This design comes from an exercise in tuning for small area, a short achievable clock period and few clock cycles per item on the open sky130 flow, not from production work. The RTL was checked by simulation tests, not by an equivalence proof against the original design. No activity file was given, so power comes from the tool's default toggle rates.

== sierra ==
==> flow/design.v <==
`default_nettype none
package cpu_pkg;
    localparam logic [4:0] OPC_ALU  = 5'd0;
    localparam logic [4:0] OPC_J    = 5'd1;
    localparam logic [4:0] OPC_BNE  = 5'd2;
    localparam logic [4:0] OPC_JAL  = 5'd3;
    localparam logic [4:0] OPC_JR   = 5'd4;
    localparam logic [4:0] OPC_ADDI = 5'd5;
    localparam logic [4:0] OPC_BLT  = 5'd6;
    localparam logic [4:0] OPC_SW   = 5'd7;
    localparam logic [4:0] OPC_LW   = 5'd8;
endpackage
`default_nettype wire
`default_nettype none
module adder (
    input  wire [31:0]  x,
    input  wire [31:0]  y,
    input  wire         cin,
    output logic [31:0] sum
);
    logic [31:0] g, p, gn, pn;
    logic [31:0] carry;
    always_comb begin
        g = x & y;
        p = x ^ y;
        g[0] = g[0] | (p[0] & cin);
        for (int l = 0; l < 5; l++) begin
            gn = g;
            pn = p;
            for (int i = 0; i < 32; i++) begin
                if (((i >> l) & 1) == 1) begin
                    gn[i] = g[i] | (p[i] & g[((i >> l) << l) - 1]);
                    pn[i] = p[i] & p[((i >> l) << l) - 1];
                end
            end
            g = gn;
            p = pn;
        end
        carry = {g[30:0], cin};
    end
    assign sum = x ^ y ^ carry;
endmodule
module alu (
    input  wire [31:0]  a,
    input  wire         right,    
    input  wire [4:0]   shamt,
    output logic [31:0] sh_right,
    output logic [31:0] sh_left
);
    logic [31:0] sh_in;
    logic        fill;
    assign fill = right & a[31];
    always_comb begin
        for (int i = 0; i < 32; i++) begin
            sh_in[i]   = right ? a[i] : a[31-i];
            sh_left[i] = sh_right[31-i];
        end
    end
    assign sh_right = 32'($signed({fill, sh_in}) >>> shamt);
endmodule
`default_nettype wire
`default_nettype none
module execute_stage (
    input  wire [31:0] pc,
    input  wire [31:0] ir,
    input  wire [31:0] rs_val,
    input  wire [31:0] rb_val,    
    output logic [31:0] npc,
    output logic        we,
    output logic [4:0]  wreg,
    output logic        is_lw,
    output logic        is_sw,
    output logic [31:0] o
);
    logic [4:0]  opc;
    logic [4:0]  fn;
    logic [31:0] imm;
    logic [31:0] pc1;
    logic [31:0] x, y, sum;
    logic [31:0] sh_right, sh_left;
    logic        use_reg, use_pc, fn_sub, cin;
    logic        en_sum, en_and, en_or, en_sll, en_sra, en_jal;
    logic        is_j, is_jr, is_bne, is_blt, taken;
    logic        eq, lt;
    assign opc = ir[31:27];
    assign fn  = ir[6:2];
    assign imm = {{15{ir[16]}}, ir[16:0]};
    assign pc1 = pc + 32'd1;
    assign use_reg = !(opc[3] | opc[2] | opc[1]);
    assign use_pc  = opc[1] & !opc[0];
    assign fn_sub  = fn[0];
    assign x   = use_pc ? pc : rs_val;
    assign y   = use_reg ? (rb_val ^ {32{fn_sub}}) : imm;
    assign cin = use_reg ? fn_sub : use_pc;
    adder u_adder (.x(x), .y(y), .cin(cin), .sum(sum));
    alu u_alu (
        .a        (rs_val),
        .right    (fn[0]),
        .shamt    (ir[11:7]),
        .sh_right (sh_right),
        .sh_left  (sh_left)
    );
    assign en_jal = opc[1] & opc[0] & !opc[2];
    assign en_sum = !en_jal & (!use_reg | (fn[4:1] == 4'd0));
    assign en_and = use_reg & (fn == 5'd2);
    assign en_or  = use_reg & (fn == 5'd3);
    assign en_sll = use_reg & (fn == 5'd4);
    assign en_sra = use_reg & (fn == 5'd5);
    assign o = ({32{en_sum}} & sum)
             | ({32{en_and}} & (rs_val & rb_val))
             | ({32{en_or}}  & (rs_val | rb_val))
             | ({32{en_sll}} & sh_left)
             | ({32{en_sra}} & sh_right)
             | ({32{en_jal}} & pc1);
    assign is_j   = (opc[4:2] == 3'd0) & opc[0];     
    assign is_jr  = (opc == cpu_pkg::OPC_JR);
    assign is_bne = (opc == cpu_pkg::OPC_BNE);
    assign is_blt = (opc == cpu_pkg::OPC_BLT);
    assign eq    = (rb_val == rs_val);
    assign lt    = $signed(rb_val) < $signed(rs_val);
    assign taken = (is_bne & !eq) | (is_blt & lt);
    assign npc   = taken ? sum : is_jr ? rb_val : is_j ? {5'd0, ir[26:0]} : pc1;
    assign we    = (opc == cpu_pkg::OPC_ALU) || (opc == cpu_pkg::OPC_ADDI) || (opc == cpu_pkg::OPC_LW) || (opc == cpu_pkg::OPC_JAL);
    assign wreg  = en_jal ? 5'd31 : ir[26:22];
    assign is_lw = (opc == cpu_pkg::OPC_LW);
    assign is_sw = (opc == cpu_pkg::OPC_SW);
endmodule
`default_nettype wire
`default_nettype none
module mem_wb_stage (
    input  wire         clock,
    input  wire         arst_n,
    input  wire         we_in,
    input  wire [4:0]   wreg_in,
    input  wire         lw_in,
    input  wire         sw_in,
    input  wire [31:0]  o_in,
    input  wire [31:0]  b_in,
    input  wire [31:0]  q_dmem,
    output logic [31:0] address_dmem,
    output logic [31:0] data,
    output logic        wren,
    output logic        ctrl_write_enable,
    output logic [4:0]  ctrl_write_reg,
    output logic [31:0] data_write_reg
);
    logic        m_we, m_lw, m_sw;
    logic [4:0]  m_reg;
    logic [31:0] m_o, m_b;
    always_ff @(posedge clock or negedge arst_n) begin
        if (!arst_n) begin
            m_we <= 1'b0;
            m_lw <= 1'b0;
            m_sw <= 1'b0;
        end else begin
            m_we <= we_in;
            m_lw <= lw_in;
            m_sw <= sw_in;
        end
    end
    always_ff @(posedge clock) begin
        m_reg <= wreg_in;
        m_o   <= o_in;
        m_b   <= b_in;
    end
    assign address_dmem      = m_o;
    assign data              = m_b;
    assign wren              = m_sw;
    assign ctrl_write_enable = m_we;
    assign ctrl_write_reg    = m_reg;
    assign data_write_reg    = m_lw ? q_dmem : m_o;
endmodule
`default_nettype wire
`default_nettype none
`timescale 1ns/1ps
module pipeline_cpu (
    input  wire         clock,
    input  wire         arst_n,
    output logic [31:0] address_imem,
    input  wire  [31:0] q_imem,
    output logic [31:0] address_dmem,
    output logic [31:0] data,
    output logic        wren,
    input  wire  [31:0] q_dmem,
    output logic        ctrl_write_enable,
    output logic [4:0]  ctrl_write_reg,
    output logic [4:0]  ctrl_read_reg_a,
    output logic [4:0]  ctrl_read_reg_b,
    output logic [31:0] data_write_reg,
    input  wire  [31:0] data_read_reg_a,
    input  wire  [31:0] data_read_reg_b
);
    logic [31:0] pc;
    logic [31:0] npc;
    logic        we, is_lw, is_sw;
    logic [4:0]  wreg;
    logic [31:0] o;
    always_ff @(posedge clock or negedge arst_n) begin
        if (!arst_n) pc <= '0;
        else         pc <= npc;
    end
    assign address_imem    = pc;
    assign ctrl_read_reg_a = q_imem[21:17];
    assign ctrl_read_reg_b = (q_imem[29] | q_imem[28]) ? q_imem[26:22] : q_imem[16:12];
    execute_stage u_execute_stage (
        .pc     (pc),
        .ir     (q_imem),
        .rs_val (data_read_reg_a),
        .rb_val (data_read_reg_b),
        .npc    (npc),
        .we     (we),
        .wreg   (wreg),
        .is_lw  (is_lw),
        .is_sw  (is_sw),
        .o      (o)
    );
    mem_wb_stage u_mem_wb_stage (
        .clock             (clock),
        .arst_n            (arst_n),
        .we_in             (we),
        .wreg_in           (wreg),
        .lw_in             (is_lw),
        .sw_in             (is_sw),
        .o_in              (o),
        .b_in              (data_read_reg_b),
        .q_dmem            (q_dmem),
        .address_dmem      (address_dmem),
        .data              (data),
        .wren              (wren),
        .ctrl_write_enable (ctrl_write_enable),
        .ctrl_write_reg    (ctrl_write_reg),
        .data_write_reg    (data_write_reg)
    );
endmodule
`default_nettype wire
clock: 8.5 ns
lec_check: 0
cap_margin: 20
core_margin: 2
core_utilization: 40
place_density: 0.6
setup_slack_margin: 3
slew_margin: 20
standard.sh (not shown) runs the stock make flow with config.mk's settings and CLKGATE_MAP_FILE= SYNTH_SCRIPT=/design/flow/synth_recipe.tcl, a recipe that flattens the netlist after the stock synthesis.
==> flow/flow/run.sh <==
#!/bin/bash
# Own layout flow: the standard flow (standard.sh, unchanged synthesis,
# floorplan, power grid, placement, CTS and routing), with one change: the
# buffers that global placement puts on every input and output port are
# sky130_fd_sc_hd__buf_1 cells instead of the default delay-buffer cell.
# The timing repair steps still resize them where timing needs it.
set -euo pipefail
export BUFFER_PORTS_ARGS="-buffer_cell sky130_fd_sc_hd__buf_1"
bash standard.sh > standard.log 2>&1
sierra: PASS, flow complete, no timing, DRC or antenna violations
Testbench counts of sierra, summed over its fixed seeds: cycles 9,364, instrs 9,364.
Here is what was changed in the inputs of ember compared with sierra.
- SETUP_SLACK_MARGIN now 4, was 3
- CORE_UTILIZATION now 60, was 40
- PLACE_DENSITY now 0.75, was 0.6
Findings:
Row instance area after placement: ember lower / sierra higher. sierra ended up with q_imem[29] as its launch point of the critical path; ember ended up with q_imem[28]. Per the comparison of ember with sierra, post-route minimum period now sits lower; latest clock arrival within the worst-skew pair stayed essentially flat.
Inputs modified between ember and juniper:
- PLACE_DENSITY now 0.6, was 0.75
- SETUP_SLACK_MARGIN now 5, was 4
- CORE_UTILIZATION now 40, was 60
==> flow/run.sh (new file) <==
#!/bin/bash
# synth_recipe.tcl (not shown) runs the flow's synth.tcl, then flattens the netlist and writes it again
# the make line also repeats each setting of config.mk as NAME=value (left out here)
make -C /OpenROAD-flow-scripts/flow DESIGN_CONFIG=/design/flow/config.mk WORK_HOME=/design/flow/orfs CLKGATE_MAP_FILE= SYNTH_SCRIPT=/design/flow/synth_recipe.tcl finish
removed: flow/flow/run.sh
removed: flow/standard.sh
[summary]
When juniper is set beside ember, its global router's overall resource usage turns out to be 11 points smaller.
juniper vs. ember: combinational power up 37%, hold slack fell by 0.095 ns, routed length per instance now larger, number of placement rows went up by about 24%.
Compared to ember, juniper reaches a lower achievable clock.

## afterwards: timing with drivers on the ports
Ports are ideal in the flow. The routed layouts listed here were re-timed in OpenROAD.
Step 1 (the two cells are an assumption about what drives the block):
set clk [get_ports {clock}]
set_driving_cell -lib_cell sky130_fd_sc_hd__clkbuf_16 $clk
set_driving_cell -lib_cell sky130_fd_sc_hd__buf_2 [delete_from_list [all_inputs] $clk]
Step 2, shift: input delay + t, output delay - t, t = (earliest + latest rising clock arrival at the registers) / 2. This alone moves slack from input paths to output paths.
Slacks: no drivers / after step 1 / after step 2; pairs: no drivers / after step 1.
run | shift t [ns] | slack for setup (ns) | latest minus earliest clock arrival (ns) | slew at the worst register clock pin (ns) | pins driven straight from the clock port
sierra | 0.416 | 3.326 / 3.353 / 2.937 | 0.013 / 0.013 | 0.09 / 0.09 | 1
ember | 0.415 | 3.757 / 3.757 / 3.342 | 0.012 / 0.013 | 0.09 / 0.09 | 1
juniper | 0.442 | 3.673 / 3.677 / 3.235 | 0.012 / 0.013 | 0.09 / 0.09 | 1
After both steps every run listed still meets setup and hold. The setup slack of juniper, which loses most, moves by +0.004 ns with the drivers and by -0.438 ns with both steps.
